This is an optimization exercise on Yosys and OpenROAD, whose aim is small area, a short achievable clock period and few clock cycles per item, not a production implementation.
Only simulation tests tie the RTL to the original design; equivalence was not proved.
Power figures rest on the tool's default switching activity, not on a simulated workload.

==> flow/design.v <==
`default_nettype none
package rsdf_pkg;
    localparam int BOUND_ENTRIES  = 16;
    localparam int REMOTE_ENTRIES = 16;
    localparam int SSRC_W     = 32;
    localparam int PT_W       = 7;
    localparam int MID_W      = 64;
    localparam int MASK_W     = 64;
    localparam int IN_W       = 168;   
    localparam int OUT_W      = 8;     
    localparam int CFG_IDX_W  = 3;
    localparam int CFG_DATA_W = 64;
    localparam logic [CFG_IDX_W-1:0] CFG_MID_VALID  = 3'd0;
    localparam logic [CFG_IDX_W-1:0] CFG_MID_HI     = 3'd1;
    localparam logic [CFG_IDX_W-1:0] CFG_MID_LO     = 3'd2;
    localparam logic [CFG_IDX_W-1:0] CFG_PT_MASK_HI = 3'd3;
    localparam logic [CFG_IDX_W-1:0] CFG_PT_MASK_LO = 3'd4;
    localparam logic [1:0] REASON_NONE   = 2'd0;
    localparam logic [1:0] REASON_MID    = 2'd1;
    localparam logic [1:0] REASON_REMOTE = 2'd2;
    localparam logic [1:0] REASON_PT     = 2'd3;
endpackage
`default_nettype wire
`default_nettype none
module rtp_stream_demux_filter_core (
    input  wire logic                            i_clk,
    input  wire logic                            i_rst_n,
    input  wire logic                            s_axis_tvalid,
    output logic                                 s_axis_tready,
    input  wire logic [rsdf_pkg::IN_W-1:0]       s_axis_tdata,
    input  wire logic [0:0]                      s_axis_tuser,
    output logic                                 m_axis_tvalid,
    input  wire logic                            m_axis_tready,
    output logic [rsdf_pkg::OUT_W-1:0]           m_axis_tdata,
    input  wire logic                            i_cfg_valid,
    output logic                                 o_cfg_ready,
    input  wire logic [rsdf_pkg::CFG_IDX_W-1:0]  i_cfg_index,
    input  wire logic [rsdf_pkg::CFG_DATA_W-1:0] i_cfg_data
);
    localparam int B_N  = rsdf_pkg::BOUND_ENTRIES;
    localparam int R_N  = rsdf_pkg::REMOTE_ENTRIES;
    localparam int SW   = rsdf_pkg::SSRC_W;
    localparam int FD   = 3;                       
    logic                          r_mid_valid;
    logic [rsdf_pkg::MID_W-1:0]    r_mid_hi;
    logic [rsdf_pkg::MID_W-1:0]    r_mid_lo;
    logic [rsdf_pkg::MASK_W-1:0]   r_pt_hi;
    logic [rsdf_pkg::MASK_W-1:0]   r_pt_lo;
    logic cfg_acc, mid_wr;
    assign o_cfg_ready = 1'b1;
    assign cfg_acc     = i_cfg_valid;
    assign mid_wr      = cfg_acc && (i_cfg_index <= rsdf_pkg::CFG_MID_LO);
    logic [rsdf_pkg::CFG_DATA_W-1:0] cfg_d;
    logic [4:0]                      cfg_en;
    assign cfg_d = i_cfg_data & {rsdf_pkg::CFG_DATA_W{i_rst_n}};
    always_comb begin
        for (int i = 0; i < 5; i++) begin
            cfg_en[i] = !i_rst_n || (cfg_acc && i_cfg_index == 3'(i));
        end
    end
    always_ff @(posedge i_clk) begin
        if (cfg_en[rsdf_pkg::CFG_MID_VALID])  r_mid_valid <= cfg_d[0];
        if (cfg_en[rsdf_pkg::CFG_MID_HI])     r_mid_hi    <= cfg_d;
        if (cfg_en[rsdf_pkg::CFG_MID_LO])     r_mid_lo    <= cfg_d;
        if (cfg_en[rsdf_pkg::CFG_PT_MASK_HI]) r_pt_hi     <= cfg_d;
        if (cfg_en[rsdf_pkg::CFG_PT_MASK_LO]) r_pt_lo     <= cfg_d;
    end
    logic [B_N-1:0] r_bnd_valid;
    logic [SW-1:0]  r_bnd_ssrc [B_N];
    logic [R_N-1:0] r_rem_valid;
    logic [SW-1:0]  r_rem_ssrc [R_N];
    logic          r_tready;
    logic [1:0]    r_inflight;         
    logic          in_acc;
    logic          out_pop;
    assign s_axis_tready = r_tready;
    assign in_acc        = s_axis_tvalid && r_tready;
    logic              r_b_v;
    logic              r_b_func;
    logic [SW-1:0]     r_b_ssrc;
    logic              r_b_mp;
    logic              r_b_mm;         
    logic              r_b_ptok;
    logic [B_N-1:0]    r_b_cmpb;       
    logic              r_b_fcmpb;      
    logic              r_b_cmpr;       
    logic              r_b_eqp;        
    logic [B_N-1:0]    r_p_bwr;
    logic              r_p_addb;
    logic              r_p_rem;
    logic              r_p_rwr;
    logic [SW-1:0]     in_ssrc;
    logic [6:0]        in_pt;
    logic              in_mp;
    logic [B_N-1:0]    in_cmpb;
    logic [R_N-1:0]    in_cmpr;
    logic              in_eqb;
    logic              in_ptok;
    logic              in_mm;
    assign in_ssrc = s_axis_tdata[31:0];
    assign in_pt   = s_axis_tdata[38:32];
    assign in_mp   = s_axis_tdata[39];
    always_comb begin
        for (int k = 0; k < B_N; k++) in_cmpb[k] = r_bnd_valid[k] && (r_bnd_ssrc[k] == in_ssrc);
        for (int k = 0; k < R_N; k++) in_cmpr[k] = r_rem_valid[k] && (r_rem_ssrc[k] == in_ssrc);
    end
    assign in_eqb  = r_b_v && (in_ssrc == r_b_ssrc);
    assign in_ptok = in_pt[6] ? r_pt_hi[in_pt[5:0]] : r_pt_lo[in_pt[5:0]];
    assign in_mm   = in_mp && r_mid_valid &&
                     (s_axis_tdata[103:40] == r_mid_hi) && (s_axis_tdata[167:104] == r_mid_lo);
    always_ff @(posedge i_clk) begin
        r_b_func <= s_axis_tuser[0];
        r_b_ssrc <= in_ssrc;
        r_b_mp   <= in_mp;
        r_b_mm   <= in_mm;
        r_b_ptok <= in_ptok;
        r_b_cmpb  <= in_cmpb;
        r_b_fcmpb <= |in_cmpb;
        r_b_cmpr  <= |in_cmpr;
        r_b_eqp   <= in_eqb;
    end
    logic [B_N-1:0] hitb;              
    logic           hitr;              
    logic [B_N-1:0] bwr;
    logic           b_filt, fb, rem, addb, addb_ok, ovfb, other, anyb_after, inb_after;
    logic           bfull, rfull, addr, addr_ok;
    logic [B_N-1:0] bfree;
    logic [R_N-1:0] rfree;
    logic           res_pass, res_ovf;
    logic [1:0]     res_reason;
    always_comb begin
        bfree = ~r_bnd_valid & (r_bnd_valid + 1'b1);
        rfree = ~r_rem_valid & (r_rem_valid + 1'b1);
        bfull = &r_bnd_valid;
        rfull = &r_rem_valid;
        hitb       = (r_b_cmpb & ~{B_N{r_b_eqp && r_p_rem}}) | (r_p_bwr & {B_N{r_b_eqp}});
        fb         = (r_b_fcmpb && !(r_b_eqp && r_p_rem)) || (r_b_eqp && r_p_addb);
        hitr       = r_b_cmpr || (r_b_eqp && r_p_rwr);
        b_filt     = r_b_v && !r_b_func;
        rem        = b_filt && fb && r_b_mp && !r_b_mm;
        addb       = b_filt && r_b_mm && !fb;
        addb_ok    = addb && !bfull;
        ovfb       = addb && bfull;
        other      = |(r_bnd_valid & ~hitb);
        inb_after  = (fb && !rem) || addb_ok;
        anyb_after = other || inb_after;
        res_pass   = 1'b0;
        res_reason = rsdf_pkg::REASON_NONE;
        addr       = 1'b0;
        if (r_b_func) begin
            addr = !hitr;
        end else if (anyb_after) begin
            res_pass   = inb_after;
            res_reason = inb_after ? rsdf_pkg::REASON_MID : rsdf_pkg::REASON_NONE;
        end else if (hitr) begin
            res_pass   = 1'b1;
            res_reason = rsdf_pkg::REASON_REMOTE;
        end else if (r_b_ptok) begin
            res_pass   = 1'b1;
            res_reason = rsdf_pkg::REASON_PT;
            addr       = 1'b1;
        end
        addr    = addr && r_b_v;
        addr_ok = addr && !rfull;
        res_ovf = ovfb || (addr && rfull);
        bwr = bfree & {B_N{addb_ok}};
    end
    always_ff @(posedge i_clk) begin
        r_p_bwr  <= bwr;
        r_p_addb <= addb_ok;
        r_p_rem  <= rem;
        r_p_rwr  <= addr_ok;
    end
    always_ff @(posedge i_clk) begin
        if (!i_rst_n) begin
            r_bnd_valid <= '0;
            r_rem_valid <= '0;
        end else begin
            if (mid_wr) begin
                r_bnd_valid <= '0;
            end else if (rem) begin
                r_bnd_valid <= r_bnd_valid & ~hitb;
            end else if (addb_ok) begin
                r_bnd_valid <= r_bnd_valid | bwr;
            end
            if (addr_ok) begin
                r_rem_valid <= r_rem_valid | rfree;
            end
        end
    end
    always_ff @(posedge i_clk) begin
        for (int k = 0; k < B_N; k++) begin
            if (bfree[k]) r_bnd_ssrc[k] <= r_b_ssrc;
        end
        for (int k = 0; k < R_N; k++) begin
            if (rfree[k]) r_rem_ssrc[k] <= r_b_ssrc;
        end
    end
    logic [3:0]   r_q [FD];
    logic [1:0]   r_cnt;
    logic         r_out_v;
    logic [3:0]   res;
    logic [1:0]   wpos;
    assign res     = {res_ovf, res_reason, res_pass};
    assign out_pop = r_out_v && m_axis_tready;
    assign wpos    = r_cnt - {1'b0, out_pop};
    assign m_axis_tvalid = r_out_v;
    assign m_axis_tdata  = {4'b0000, r_q[0]};
    always_ff @(posedge i_clk) begin
        for (int i = 0; i < FD; i++) begin
            if (r_b_v && wpos == 2'(i)) begin
                r_q[i] <= res;
            end else if (out_pop) begin
                if (i < FD - 1) r_q[i] <= r_q[i + 1];
            end
        end
    end
    logic [1:0] cnt_n, infl_n;
    assign cnt_n  = wpos + {1'b0, r_b_v};
    assign infl_n = r_inflight + {1'b0, in_acc} - {1'b0, out_pop};
    always_ff @(posedge i_clk) begin
        if (!i_rst_n) begin
            r_b_v      <= 1'b0;
            r_cnt      <= '0;
            r_out_v    <= 1'b0;
            r_inflight <= '0;
            r_tready   <= 1'b1;
        end else begin
            r_b_v      <= in_acc;
            r_cnt      <= cnt_n;
            r_out_v    <= (cnt_n != 2'd0);
            r_inflight <= infl_n;
            r_tready   <= (infl_n < 2'(FD));
        end
    end
endmodule
`default_nettype wire
export LEC_CHECK = 0
export CAP_MARGIN = 0
export CORE_MARGIN = 2
export CORE_UTILIZATION = 60
export SETUP_SLACK_MARGIN = 2.6
export SLEW_MARGIN = 0
create_clock -name core_clock -period 5.0 [get_ports {i_clk}]
standard.sh (not shown) runs the stock make flow with config.mk's settings and CLKGATE_MAP_FILE= SYNTH_SCRIPT=/design/flow/synth_recipe.tcl, a recipe that flattens the netlist after the stock synthesis.
==> flow/flow/run.sh <==
#!/bin/bash
# Standard ORFS layout (the standard.sh) with two changes:
#  - port buffers are buf_2 cells instead of the default delay buffer
#  - CTS without dummy loads, sink clusters of up to 20 within 60 um
set -euo pipefail
export BUFFER_PORTS_ARGS="-buffer_cell sky130_fd_sc_hd__buf_2"
export CTS_ARGS="-sink_clustering_enable -repair_clock_nets -dont_use_dummy_load -buf_list sky130_fd_sc_hd__clkbuf_16 -sink_clustering_size 20 -sink_clustering_max_diameter 60"
bash standard.sh finish > flow_make.log 2>&1
Testbench counts at the start, summed over its fixed seeds: cycles 4,816, items 4,800.
Rerun with:
--- a/flow/design.v
+++ b/flow/design.v
@@ -80,16 +80,13 @@
     logic [SW-1:0]     r_b_ssrc;
     logic              r_b_mp;
     logic              r_b_mm;         
     logic              r_b_ptok;
-    logic [B_N-1:0]    r_b_cmpb;       
-    logic              r_b_fcmpb;      
-    logic              r_b_cmpr;       
-    logic              r_b_eqp;        
-    logic [B_N-1:0]    r_p_bwr;
-    logic              r_p_addb;
-    logic              r_p_rem;
-    logic              r_p_rwr;
+    logic [B_N-1:0]    r_b_hitb;       
+    logic              r_b_hitr;       
+    logic [B_N-1:0]    b_brm;
+    logic [B_N-1:0]    b_bwr;
+    logic              b_rwr;
     logic [SW-1:0]     in_ssrc;
     logic [6:0]        in_pt;
     logic              in_mp;
     logic [B_N-1:0]    in_cmpb;
@@ -113,16 +110,11 @@
         r_b_ssrc <= in_ssrc;
         r_b_mp   <= in_mp;
         r_b_mm   <= in_mm;
         r_b_ptok <= in_ptok;
-        r_b_cmpb  <= in_cmpb;
-        r_b_fcmpb <= |in_cmpb;
-        r_b_cmpr  <= |in_cmpr;
-        r_b_eqp   <= in_eqb;
-    end
-    logic [B_N-1:0] hitb;              
-    logic           hitr;              
-    logic [B_N-1:0] bwr;
+        r_b_hitb <= (in_cmpb & ~b_brm) | (b_bwr & {B_N{in_eqb}});
+        r_b_hitr <= (|in_cmpr) | (b_rwr && in_eqb);
+    end
     logic           b_filt, fb, rem, addb, addb_ok, ovfb, other, anyb_after, inb_after;
     logic           bfull, rfull, addr, addr_ok;
     logic [B_N-1:0] bfree;
     logic [R_N-1:0] rfree;
@@ -132,28 +124,26 @@
         bfree = ~r_bnd_valid & (r_bnd_valid + 1'b1);
         rfree = ~r_rem_valid & (r_rem_valid + 1'b1);
         bfull = &r_bnd_valid;
         rfull = &r_rem_valid;
-        hitb       = (r_b_cmpb & ~{B_N{r_b_eqp && r_p_rem}}) | (r_p_bwr & {B_N{r_b_eqp}});
-        fb         = (r_b_fcmpb && !(r_b_eqp && r_p_rem)) || (r_b_eqp && r_p_addb);
-        hitr       = r_b_cmpr || (r_b_eqp && r_p_rwr);
         b_filt     = r_b_v && !r_b_func;
+        fb         = |r_b_hitb;
         rem        = b_filt && fb && r_b_mp && !r_b_mm;
         addb       = b_filt && r_b_mm && !fb;
         addb_ok    = addb && !bfull;
         ovfb       = addb && bfull;
-        other      = |(r_bnd_valid & ~hitb);
+        other      = |(r_bnd_valid & ~r_b_hitb);
         inb_after  = (fb && !rem) || addb_ok;
         anyb_after = other || inb_after;
         res_pass   = 1'b0;
         res_reason = rsdf_pkg::REASON_NONE;
         addr       = 1'b0;
         if (r_b_func) begin
-            addr = !hitr;
+            addr = !r_b_hitr;
         end else if (anyb_after) begin
             res_pass   = inb_after;
             res_reason = inb_after ? rsdf_pkg::REASON_MID : rsdf_pkg::REASON_NONE;
-        end else if (hitr) begin
+        end else if (r_b_hitr) begin
             res_pass   = 1'b1;
             res_reason = rsdf_pkg::REASON_REMOTE;
         end else if (r_b_ptok) begin
             res_pass   = 1'b1;
@@ -162,15 +152,11 @@
         end
         addr    = addr && r_b_v;
         addr_ok = addr && !rfull;
         res_ovf = ovfb || (addr && rfull);
-        bwr = bfree & {B_N{addb_ok}};
-    end
-    always_ff @(posedge i_clk) begin
-        r_p_bwr  <= bwr;
-        r_p_addb <= addb_ok;
-        r_p_rem  <= rem;
-        r_p_rwr  <= addr_ok;
+        b_brm = r_b_hitb & {B_N{rem}};
+        b_bwr = bfree & {B_N{addb_ok}};
+        b_rwr = addr_ok;
     end
     always_ff @(posedge i_clk) begin
         if (!i_rst_n) begin
             r_bnd_valid <= '0;
@@ -178,11 +164,11 @@
         end else begin
             if (mid_wr) begin
                 r_bnd_valid <= '0;
             end else if (rem) begin
-                r_bnd_valid <= r_bnd_valid & ~hitb;
+                r_bnd_valid <= r_bnd_valid & ~r_b_hitb;
             end else if (addb_ok) begin
-                r_bnd_valid <= r_bnd_valid | bwr;
+                r_bnd_valid <= r_bnd_valid | bfree;
             end
             if (addr_ok) begin
                 r_rem_valid <= r_rem_valid | rfree;
             end
The new run produced a clean layout; die area drops by 1.5%; setup slack gets worse by 0.22 ns; first-iteration DRC count climbs by 4.0%; cell area drops by 1.0%; register-to-register slack gets worse by 0.32 ns; clock skew climbs by 0.0065 ns; core utilization climbs by 0.40 points; total power drops by 1.1%; global-route usage climbs by 0.44 points; hold slack gets better by 0.037 ns.
Testbench counts after the change, summed over its fixed seeds: cycles 4,816, items 4,800.

## what the ideal ports hide
How much do the figures lean on ideal ports? The routed layouts below were timed once more, with nothing changed but the port constraints. Step 1, drivers: a clkbuf_16 drives i_clk and a buf_2 each remaining input, both assumed. Step 2 also shifts input and output timing later by t, the mid clock arrival at the registers, as if the neighbouring blocks saw the same clock. Three values: ideal, step 1, step 2; two values: the first two.
run | t, ns | slack for setup (ns) | hold slack, ns | clock arrival spread, ns
the first run | 0.754 | 2.464 / 2.507 / 1.753 | 0.407 / 0.355 / 0.466 | 0.094 / 0.094
the second run | 0.748 | 2.240 / 2.271 / 1.543 | 0.444 / 0.398 / 0.515 | 0.092 / 0.091
After both steps every run listed still meets setup and hold. For the first run, which loses most, drivers alone change the setup slack by +0.043 ns; drivers and shift together by -0.711 ns.
